What follows belongs to an exercise in optimizing a design on an open flow for small area; a production flow would make more cautious choices.
Function was checked by simulation only, so behaviour that the tests miss may differ from the original.
Power figures rest on the tool's default switching activity, not on a simulated workload.

## pic_alu_top
module pic_alu_top (
    input  logic                    clk,
    input  logic                    rst_n,
    input  pic_alu_pkg::instr_t     instr,
    input  logic                    instr_valid,
    output logic [8-1:0]  w,
    output pic_alu_pkg::status_t    status,
    output logic                    retired
);
Size: ~3500 cells after synthesis, about 38000 um2 of cells after synthesis.
==> flow/config.mk <==
export PLATFORM = sky130hd
export DESIGN_NAME = pic_alu_top
export DESIGN_NICKNAME = pic_alu_top
export VERILOG_FILES = /design/flow/design.v
export SDC_FILE = /design/flow/constraint.sdc
export NUM_CORES = 4
export LEC_CHECK = 0
export CAP_MARGIN = 5
export CORE_MARGIN = 2
export CORE_UTILIZATION = 60
export CTS_BUF_LIST = sky130_fd_sc_hd__clkbuf_4
export CTS_CLUSTER_DIAMETER = 40
export CTS_CLUSTER_SIZE = 10
export SETUP_SLACK_MARGIN = 0.45
export SLEW_MARGIN = 5
export SYNTH_HIERARCHICAL = 1
==> flow/constraint.sdc <==
create_clock -name core_clock -period 5.0 [get_ports {clk}]
set_input_delay 1.0000 -clock core_clock [delete_from_list [all_inputs] [get_ports {clk}]]
set_output_delay 1.0000 -clock core_clock [all_outputs]
set_load 0.01 [all_outputs]
standard.sh (not shown) runs the stock make flow with config.mk's settings and CLKGATE_MAP_FILE= SYNTH_SCRIPT=/design/flow/synth_recipe.tcl, a recipe that flattens the netlist after the stock synthesis.
==> flow/flow/run.sh <==
#!/bin/bash
set -euo pipefail
W=$PWD

# ABC script: abc_speed.script without "buffer -c; topo; stime -c; upsize -c; dnsize -c"
grep -v -E '^(buffer|topo|stime|upsize|dnsize)' "$FLOW_HOME/scripts/abc_speed.script" > "$W/abc_nosize.script"

# ORFS synth.tcl calling ABC with that script, all other arguments kept
sed 's|log_cmd abc {\*}\$abc_args|log_cmd abc -script $::env(MY_ABC_SCRIPT) {*}[lrange $abc_args 2 end]|' \
    "$FLOW_HOME/scripts/synth.tcl" > "$W/synth_nosize.tcl"
grep -q 'MY_ABC_SCRIPT' "$W/synth_nosize.tcl"

# The standard flow's synthesis wrapper (nofsm, noshare, flatten, rename) around it
sed "s|source \$::env(SCRIPTS_DIR)/synth.tcl|source $W/synth_nosize.tcl|" synth_recipe.tcl > "$W/synth_recipe_nosize.tcl"
grep -q 'synth_nosize.tcl' "$W/synth_recipe_nosize.tcl"

# The standard.sh with that synthesis script
sed "s|SYNTH_SCRIPT=[^ ]*|SYNTH_SCRIPT=$W/synth_recipe_nosize.tcl|" standard.sh > "$W/standard_nosize.sh"
grep -q 'synth_recipe_nosize.tcl' "$W/standard_nosize.sh"

export MY_ABC_SCRIPT="$W/abc_nosize.script"
cfg() { sed -n "s/^export $1 *= *//p" config.mk; }
CTS="-sink_clustering_enable -repair_clock_nets -dont_use_dummy_load -buf_list {$(cfg CTS_BUF_LIST)}"
[[ -n "$(cfg CTS_CLUSTER_SIZE)" ]] && CTS="$CTS -sink_clustering_size $(cfg CTS_CLUSTER_SIZE)"
[[ -n "$(cfg CTS_CLUSTER_DIAMETER)" ]] && CTS="$CTS -sink_clustering_max_diameter $(cfg CTS_CLUSTER_DIAMETER)"
echo "CTS_ARGS: $CTS" > "$W/flow_make.log"
bash "$W/standard_nosize.sh" finish "ADDER_MAP_FILE=" "CTS_ARGS=$CTS" \
    "BUFFER_PORTS_ARGS=-buffer_cell sky130_fd_sc_hd__buf_1" >> "$W/flow_make.log" 2>&1
Edit:
Settings changed: CORE_UTILIZATION 60 to 55.
Effect: Total power drops slightly. Utilization came out lower by 5.4 points. Worst hold slack gains 0.040 ns.
Edit:
Settings changed: CTS_CLUSTER_DIAMETER 40 to 35, CTS_CLUSTER_SIZE 10 to 8, SETUP_SLACK_MARGIN 0.45 to 0.3.
Effect:
- The changed run finished but failed the layout checks on negative setup slack
- global-route usage barely changes
- synthesized cell count stays the same
- setup slack is worse by 0.32 ns
Edit:
Settings changed: SETUP_SLACK_MARGIN 0.3 to 0.6.
=>
- The new run passed the timing, design-rule and antenna checks
- final cell count stays flat
- global-route usage is lower by 1.3 points
- die area is unchanged

## separate check: timing with driven ports
No port has a modelled driver above. Below, the same layouts with a new extraction and two added sets of constraints.
Step 1, drivers: a clkbuf_16 drives clk and a buf_2 each remaining input, both assumed.
Step 2, shift: input delay + t, output delay - t, t = (earliest + latest rising clock arrival at the registers) / 2. This alone moves slack from input paths to output paths.
Slacks: no drivers / after step 1 / after step 2; pairs: no drivers / after step 1.
run	t, ns	setup slack, ns	worst slew at a driven data input, ns
the first run	1.068	0.205 / 0.205 / 0.205	0.06
the second run	1.072	0.234 / 0.234 / 0.234	0.03
the third run	1.076	-0.084 / -0.084 / -0.084	0.03
the fourth run	1.103	0.287 / 0.287 / 0.287	0.05
